Source: an optimization exercise on an open RTL-to-GDS flow (aim: a short achievable clock period and few clock cycles per item). Production flows keep margins and buffers that such runs may drop. At most, simulation tests tie the RTL to the original design; equivalence was not proved.

==> v39 <==
// lc4_core
module lc4_core (
  input  logic                   gwe,
  input  logic                   i_reset,
  output logic [16-1:0] o_imem_addr,
  input  logic [16-1:0] i_imem_data,
  output logic                   o_dmem_we,
  output logic [16-1:0] o_dmem_addr,
  output logic [16-1:0] o_dmem_wdata,
  input  logic [16-1:0] i_dmem_rdata,
  output logic                   o_trace_valid,
  output logic [16-1:0] o_trace_pc,
  output logic [16-1:0] o_trace_insn,
  output logic                   o_trace_rf_we,
  output logic [2:0]             o_trace_wsel,
  output logic [16-1:0] o_trace_wdata,
  output logic                   o_trace_nzp_we,
  output logic [2:0]             o_trace_nzp
);
make LEC_CHECK=0 ABC_CLOCK_PERIOD_IN_PS=2000 CAP_MARGIN=20 CORE_MARGIN=2 CORE_UTILIZATION=30 SETUP_SLACK_MARGIN=4.5 SLEW_MARGIN=20 TNS_END_PERCENT=100 finish   # period 7.5 ns
run.sh (not shown) runs the stock make flow with config.mk's settings and CLKGATE_MAP_FILE= SYNTH_SCRIPT=/design/flow/synth_recipe.tcl, a recipe that flattens the netlist after the stock synthesis.
==> v32 (differences from v39) <==
Settings changed: ABC_CLOCK_PERIOD_IN_PS 2000 to 2500, CORE_UTILIZATION 30 to 40, SETUP_SLACK_MARGIN 4.5 to 5, TNS_END_PERCENT 100 to not set.
==> v31 (differences from v39) <==
--- a/flow/design.v
+++ b/flow/design.v
@@ -280,12 +280,15 @@
   logic        fd_valid;
   logic [15:0] fd_pc;
   logic [15:0] fd_insn;
   logic        fd_pt;        
   logic        fd_tagok;     
   logic [1:0]  fd_ctr;
+  logic [15:0] fd_pc1;
+  logic [15:0] fd_rsv;       
+  logic [15:0] fd_rtv;
   logic        dx_valid;
   logic [15:0] dx_pc;
   logic [15:0] dx_insn;
   logic [2:0]  dx_rd;
   logic        dx_we;        
   logic        dx_ld;
@@ -321,31 +324,42 @@
   logic [15:0] t_pc;
   logic [15:0] t_insn;
   logic        t_we;
   logic [2:0]  t_rd;
   logic [15:0] t_res;
   logic [2:0]  t_nzp;
+  logic rst_q;
+  always_ff @(posedge gwe) rst_q <= i_reset;
   logic [4:0]  f_idx;
   logic        f_pt;
   logic        f_tagok;
   logic [15:0] pc_next;
+  logic [15:0] f_pc1;
+  logic [2:0]  f_rs, f_rt;
+  logic [15:0] d_rs_val, d_rt_val;
   logic        x_mispred;
   logic [15:0] x_fix_pc;
   logic        d_redir;
   logic [15:0] d_redir_pc;
   logic        d_stall;
+  logic [15:0] x_a, x_b, x_sum, x_result;
+  logic [2:0]  x_nzp;
+  logic        x_taken;
   assign o_imem_addr = pc_q;
+  lc4_add16 u_pc_inc (.i_a(pc_q), .i_b(16'd0), .i_c(1'b1), .o_s(f_pc1));
+  assign f_rs = i_imem_data[8:6];
+  assign f_rt = (i_imem_data[15:12] == 4'h7) ? i_imem_data[11:9] : i_imem_data[2:0];
   assign f_idx   = pc_q[4:0];
   assign f_pt    = btb_ctr[f_idx][1];
   assign f_tagok = btb_v[f_idx] && (btb_tag[f_idx] == pc_q[15:5]);
   always_comb begin
     if (x_mispred)     pc_next = x_fix_pc;
     else if (d_redir)  pc_next = d_redir_pc;
     else if (d_stall)  pc_next = pc_q;
     else if (f_pt)     pc_next = btb_tgt[f_idx];
-    else               pc_next = pc_q + 16'd1;
+    else               pc_next = f_pc1;
   end
   always_ff @(posedge gwe) begin
     if (i_reset) begin
       pc_q     <= 16'h8200;
       fd_valid <= 1'b0;
     end else begin
@@ -358,16 +372,21 @@
     if (!d_stall) begin
       fd_pc    <= pc_q;
       fd_insn  <= i_imem_data;
       fd_pt    <= f_pt;
       fd_tagok <= f_tagok;
       fd_ctr   <= btb_ctr[f_idx];
+      fd_pc1   <= f_pc1;
     end
   end
   always_ff @(posedge gwe) begin
-    if (i_reset) begin
+    fd_rsv <= d_stall ? d_rs_val : rf[f_rs];
+    fd_rtv <= d_stall ? d_rt_val : rf[f_rt];
+  end
+  always_ff @(posedge gwe) begin
+    if (rst_q) begin
       for (int i = 0; i < 32; i++) begin
         btb_v[i]   <= 1'b0;
         btb_ctr[i] <= 2'b00;
       end
     end else if (u_en) begin
       btb_ctr[u_idx] <= u_ctr;
@@ -384,16 +403,15 @@
   logic        d_br_any, d_jmp_any;
   logic        d_add_rr, d_sub_rr, d_add_ri, d_and_rr, d_and_ri;
   logic        d_ld, d_st, d_const;
   logic        d_we, d_rs_re, d_rt_re;
   logic [2:0]  d_rs, d_rt, d_rd;
   logic [15:0] d_imm;
-  logic [15:0] d_rs_val, d_rt_val;
   logic        d_br, d_jmp;
   logic        d_want;
-  logic [15:0] d_pc1, d_target, d_off;
+  logic [15:0] d_pc1, d_target, d_off, d_addr;
   assign d_op      = fd_insn[15:12];
   assign d_br_any  = (d_op == 4'h0);
   assign d_jmp_any = (d_op == 4'hc) && fd_insn[11];
   assign d_add_rr  = (d_op == 4'h1) && (fd_insn[5:3] == 3'b000);
   assign d_sub_rr  = (d_op == 4'h1) && (fd_insn[5:3] == 3'b010);
   assign d_add_ri  = (d_op == 4'h1) && fd_insn[5];
@@ -410,38 +428,51 @@
   assign d_rt      = d_st ? fd_insn[11:9] : fd_insn[2:0];
   always_comb begin
     if (d_const)           d_imm = {{7{fd_insn[8]}}, fd_insn[8:0]};
     else if (d_ld || d_st) d_imm = {{10{fd_insn[5]}}, fd_insn[5:0]};
     else                   d_imm = {{11{fd_insn[4]}}, fd_insn[4:0]};
   end
-  assign d_rs_val = (w_wr && w_rd == d_rs) ? w_res : rf[d_rs];
-  assign d_rt_val = (w_wr && w_rd == d_rt) ? w_res : rf[d_rt];
-  assign d_stall = fd_valid && dx_valid && dx_we &&
-                   (((d_ld || d_st) && dx_rd == d_rs) || (d_st && dx_rd == fd_insn[11:9]));
+  always_comb begin
+    if (w_wr && w_rd == d_rs)      d_rs_val = w_res;
+    else if (t_we && t_rd == d_rs) d_rs_val = t_res;
+    else                           d_rs_val = fd_rsv;
+    if (w_wr && w_rd == d_rt)      d_rt_val = w_res;
+    else if (t_we && t_rd == d_rt) d_rt_val = t_res;
+    else                           d_rt_val = fd_rtv;
+  end
+  logic d_fwd_st;
+  assign d_stall  = fd_valid && dx_we && (d_ld || d_st) && (dx_rd == d_rs);
+  assign d_fwd_st = dx_we && (dx_rd == d_rt);
   assign d_br   = d_br_any && (fd_insn[11:9] != 3'b000) && (fd_insn[8:0] != 9'h000);
   assign d_jmp  = d_jmp_any && (fd_insn[10:0] != 11'h000);
   assign d_off  = d_jmp_any ? {{5{fd_insn[10]}}, fd_insn[10:0]} : {{7{fd_insn[8]}}, fd_insn[8:0]};
-  assign d_pc1  = fd_pc + 16'd1;
-  assign d_target = d_pc1 + d_off;
-  logic d_btb_good;
+  assign d_pc1  = fd_pc1;
+  lc4_add16 u_target (.i_a(fd_pc1), .i_b(d_off), .i_c(1'b0), .o_s(d_target));
+  logic d_btb_good, d_known, d_taken, d_pt;
   assign d_btb_good = fd_pt && fd_tagok;
+  assign d_known    = !dx_we;
+  assign d_taken    = |(fd_insn[11:9] & x_nzp);
   assign d_want     = d_jmp || (d_br && fd_insn[8]);
-  assign d_redir    = fd_valid && !d_stall && !d_btb_good && (d_want || fd_pt);
-  assign d_redir_pc = d_want ? d_target : d_pc1;
+  assign d_pt       = (d_br && d_known) ? d_taken : (d_btb_good || d_want);
+  assign d_redir    = fd_valid && !d_stall && (d_pt ? !d_btb_good : fd_pt);
+  assign d_redir_pc = d_pt ? d_target : d_pc1;
+  lc4_add16 u_agu (.i_a(d_rs_val), .i_b(d_imm), .i_c(1'b0), .o_s(d_addr));
   always_ff @(posedge gwe) begin
-    if (i_reset) begin
+    if (rst_q) begin
       dx_valid <= 1'b0;
-      dx_mwe   <= 1'b0;
       dx_we    <= 1'b0;
     end else begin
       dx_valid <= fd_valid && !x_mispred && !d_stall;
-      dx_mwe   <= fd_valid && !x_mispred && !d_stall && d_st;
       dx_we    <= fd_valid && !x_mispred && !d_stall && d_we;
     end
   end
   always_ff @(posedge gwe) begin
+    if (i_reset) dx_mwe <= 1'b0;
+    else         dx_mwe <= fd_valid && !x_mispred && !d_stall && d_st;
+  end
+  always_ff @(posedge gwe) begin
     dx_pc     <= fd_pc;
     dx_insn   <= fd_insn;
     dx_rd     <= d_rd;
     dx_ld     <= d_ld;
     dx_sub    <= d_sub_rr;
     dx_and    <= d_and_rr || d_and_ri;
@@ -449,29 +480,26 @@
     dx_rt_re  <= d_rt_re;
     dx_fwd_a  <= dx_valid && dx_we && (dx_rd == d_rs);
     dx_fwd_b  <= dx_valid && dx_we && (dx_rd == d_rt);
     dx_rs     <= d_rs_val;
     dx_rt     <= d_rt_val;
     dx_imm    <= d_imm;
-    dx_addr   <= d_rs_val + d_imm;
-    dx_wdata  <= d_rt_val;
+    dx_addr   <= d_addr;
+    dx_wdata  <= d_fwd_st ? x_result : d_rt_val;
     dx_br     <= d_br;
     dx_jmp    <= d_jmp;
     dx_mask   <= fd_insn[11:9];
-    dx_pt     <= d_btb_good || d_want;
+    dx_pt     <= d_pt;
     dx_tagok  <= fd_tagok;
     dx_ctr    <= fd_ctr;
     dx_target <= d_target;
     dx_pc1    <= d_pc1;
   end
-  logic [15:0] x_a, x_b, x_sum, x_result;
-  logic [2:0]  x_nzp;
-  logic        x_taken;
   assign x_a   = dx_fwd_a ? w_res : dx_rs;
   assign x_b   = dx_rt_re ? (dx_fwd_b ? w_res : dx_rt) : dx_imm;
-  assign x_sum = x_a + (dx_sub ? ~x_b : x_b) + {15'd0, dx_sub};
+  lc4_add16 u_alu (.i_a(x_a), .i_b(dx_sub ? ~x_b : x_b), .i_c(dx_sub), .o_s(x_sum));
   always_comb begin
     if (dx_ld)         x_result = i_dmem_rdata;
     else if (dx_const) x_result = dx_imm;
     else if (dx_and)   x_result = x_a & x_b;
     else               x_result = x_sum;
   end
@@ -480,13 +508,13 @@
   assign x_mispred = dx_valid && dx_br && (x_taken != dx_pt);
   assign x_fix_pc  = x_taken ? dx_target : dx_pc1;
   assign o_dmem_we    = dx_mwe;
   assign o_dmem_addr  = dx_addr;
   assign o_dmem_wdata = dx_wdata;
   always_ff @(posedge gwe) begin
-    if (i_reset) begin
+    if (rst_q) begin
       u_en <= 1'b0;
     end else begin
       u_en <= dx_valid && (dx_jmp || (dx_br && (x_taken || dx_tagok)));
     end
   end
   always_ff @(posedge gwe) begin
@@ -499,13 +527,13 @@
     else if (x_taken)
       u_ctr <= !dx_tagok ? 2'b10 : (dx_ctr == 2'b11 ? 2'b11 : dx_ctr + 2'd1);
     else
       u_ctr <= (dx_ctr == 2'b00) ? 2'b00 : dx_ctr - 2'd1;
   end
   always_ff @(posedge gwe) begin
-    if (i_reset) begin
+    if (rst_q) begin
       w_valid <= 1'b0;
       w_wr    <= 1'b0;
     end else begin
       w_valid <= dx_valid;
       w_wr    <= dx_valid && dx_we;
     end
@@ -514,26 +542,25 @@
     w_rd   <= dx_rd;
     w_res  <= x_result;
     w_pc   <= dx_pc;
     w_insn <= dx_insn;
   end
   always_ff @(posedge gwe) begin
-    if (w_wr && !i_reset) rf[w_rd] <= w_res;
+    if (w_wr) rf[w_rd] <= w_res;
   end
   always_ff @(posedge gwe) begin
-    if (i_reset)   nzp_q <= 3'b000;
+    if (rst_q)     nzp_q <= 3'b000;
     else if (w_wr) nzp_q <= nzp_of(w_res);
   end
   always_ff @(posedge gwe) begin
-    if (i_reset) begin
-      t_valid <= 1'b0;
-      t_we    <= 1'b0;
-    end else begin
-      t_valid <= w_valid;
-      t_we    <= w_wr;
-    end
+    if (i_reset) t_valid <= 1'b0;
+    else         t_valid <= w_valid;
+  end
+  always_ff @(posedge gwe) begin
+    if (rst_q) t_we <= 1'b0;
+    else       t_we <= w_wr;
   end
   always_ff @(posedge gwe) begin
     t_pc   <= w_pc;
     t_insn <= w_insn;
     t_rd   <= w_rd;
     t_res  <= w_res;
@@ -545,6 +572,40 @@
   assign o_trace_rf_we  = t_we;
   assign o_trace_wsel   = t_rd;
   assign o_trace_wdata  = t_res;
   assign o_trace_nzp_we = t_we;
   assign o_trace_nzp    = t_nzp;
 endmodule
+module lc4_add16 (
+  input  logic [15:0] i_a,
+  input  logic [15:0] i_b,
+  input  logic        i_c,
+  output logic [15:0] o_s
+);
+  logic [15:0] p0, g0;
+  logic [15:0] p1, g1, p2, g2, p3, g3, p4, g4;
+  logic [15:0] c;
+  always_comb begin
+    p0 = i_a ^ i_b;
+    g0 = i_a & i_b;
+    g0[0] = (i_a[0] & i_b[0]) | (p0[0] & i_c);
+    for (int i = 0; i < 16; i++) begin
+      if (i >= 1) begin g1[i] = g0[i] | (p0[i] & g0[i-1]); p1[i] = p0[i] & p0[i-1]; end
+      else        begin g1[i] = g0[i];                      p1[i] = p0[i]; end
+    end
+    for (int i = 0; i < 16; i++) begin
+      if (i >= 2) begin g2[i] = g1[i] | (p1[i] & g1[i-2]); p2[i] = p1[i] & p1[i-2]; end
+      else        begin g2[i] = g1[i];                      p2[i] = p1[i]; end
+    end
+    for (int i = 0; i < 16; i++) begin
+      if (i >= 4) begin g3[i] = g2[i] | (p2[i] & g2[i-4]); p3[i] = p2[i] & p2[i-4]; end
+      else        begin g3[i] = g2[i];                      p3[i] = p2[i]; end
+    end
+    for (int i = 0; i < 16; i++) begin
+      if (i >= 8) begin g4[i] = g3[i] | (p3[i] & g3[i-8]); p4[i] = p3[i] & p3[i-8]; end
+      else        begin g4[i] = g3[i];                      p4[i] = p3[i]; end
+    end
+    c[0] = i_c;
+    for (int i = 1; i < 16; i++) c[i] = g4[i-1];
+    o_s = p0 ^ c;
+  end
+endmodule
Settings changed: CORE_UTILIZATION 30 to 35, CTS_CLUSTER_DIAMETER set to 100, CTS_CLUSTER_SIZE set to 30, SETUP_SLACK_MARGIN 4.5 to 5.
==> metrics.md <==
| Metric | Value |
|---|---|
| Outcome | complete, no violations |
| Critical path's slowest cell | mux4_2 |
| Stages on worst setup path | 17 |
| Inverters | 47 |
| GP Congestion | 0.8358 |
| Die H | 435.5 microns |
| First-pass GRT wire length | 233.7 mm |
| Final worst path period share | 45.67% |
the above is filed under v39

==> metrics.md <==
| Metric | Value |
|---|---|
| Outcome | complete, no violations |
| Die H | 410.5 microns |
| Critical path's slowest cell | edfxtp_1 |
| Inverters | 50 |
| Stages on worst setup path | 20 |
| Final worst path period share | 47.62% |
the above is filed under v31

==> metrics.md <==
| Metric | Value |
|---|---|
| Outcome | complete, no violations |
| GP Congestion | 0.8310 |
| Stages on worst setup path | 12 |
| Critical path's slowest cell | mux4_2 |
| Die H | 377.7 microns |
the above is filed under v32

Testbench counts of v39, summed over its fixed seeds: cycles 22,502, insns 20,801.
Testbench counts of v32, summed over its fixed seeds: cycles 22,502, insns 20,801.
No functional check of the RTL was part of v31.

## port drivers added, routing unchanged
Ports are ideal in the flow. The routed layouts listed here were re-timed in OpenROAD.
Step 1 (the two cells are an assumption about what drives the block):
set clk [get_ports {gwe}]
set_driving_cell -lib_cell sky130_fd_sc_hd__clkbuf_16 $clk
set_driving_cell -lib_cell sky130_fd_sc_hd__buf_2 [delete_from_list [all_inputs] $clk]
Step 2, shift: input delay + t, output delay - t, t = (earliest + latest rising clock arrival at the registers) / 2. This alone moves slack from input paths to output paths.
Three values: no drivers, after step 1, after step 2; two values: the first two.
| run | t, ns | slack for setup (ns) | hold slack, ns | slew at the worst register clock pin (ns) | cell pins on the clock port's net |
|---|---|---|---|---|---|
| v39 | 0.839 | 4.075 / 4.075 / 3.892 | 0.311 / 0.311 / 0.311 | 0.07 / 0.07 | 1 |
| v32 | 0.846 | 4.123 / 4.123 / 4.123 | 0.320 / 0.320 / 0.320 | 0.07 / 0.07 | 1 |
| v31 | 0.811 | 3.929 / 3.929 / 3.929 | 0.308 / 0.308 / 0.308 | 0.12 / 0.12 | 1 |
After both steps every run listed still meets setup and hold. The setup slack of v39, which loses most, moves by 0.000 ns with the drivers and by -0.183 ns with both steps.
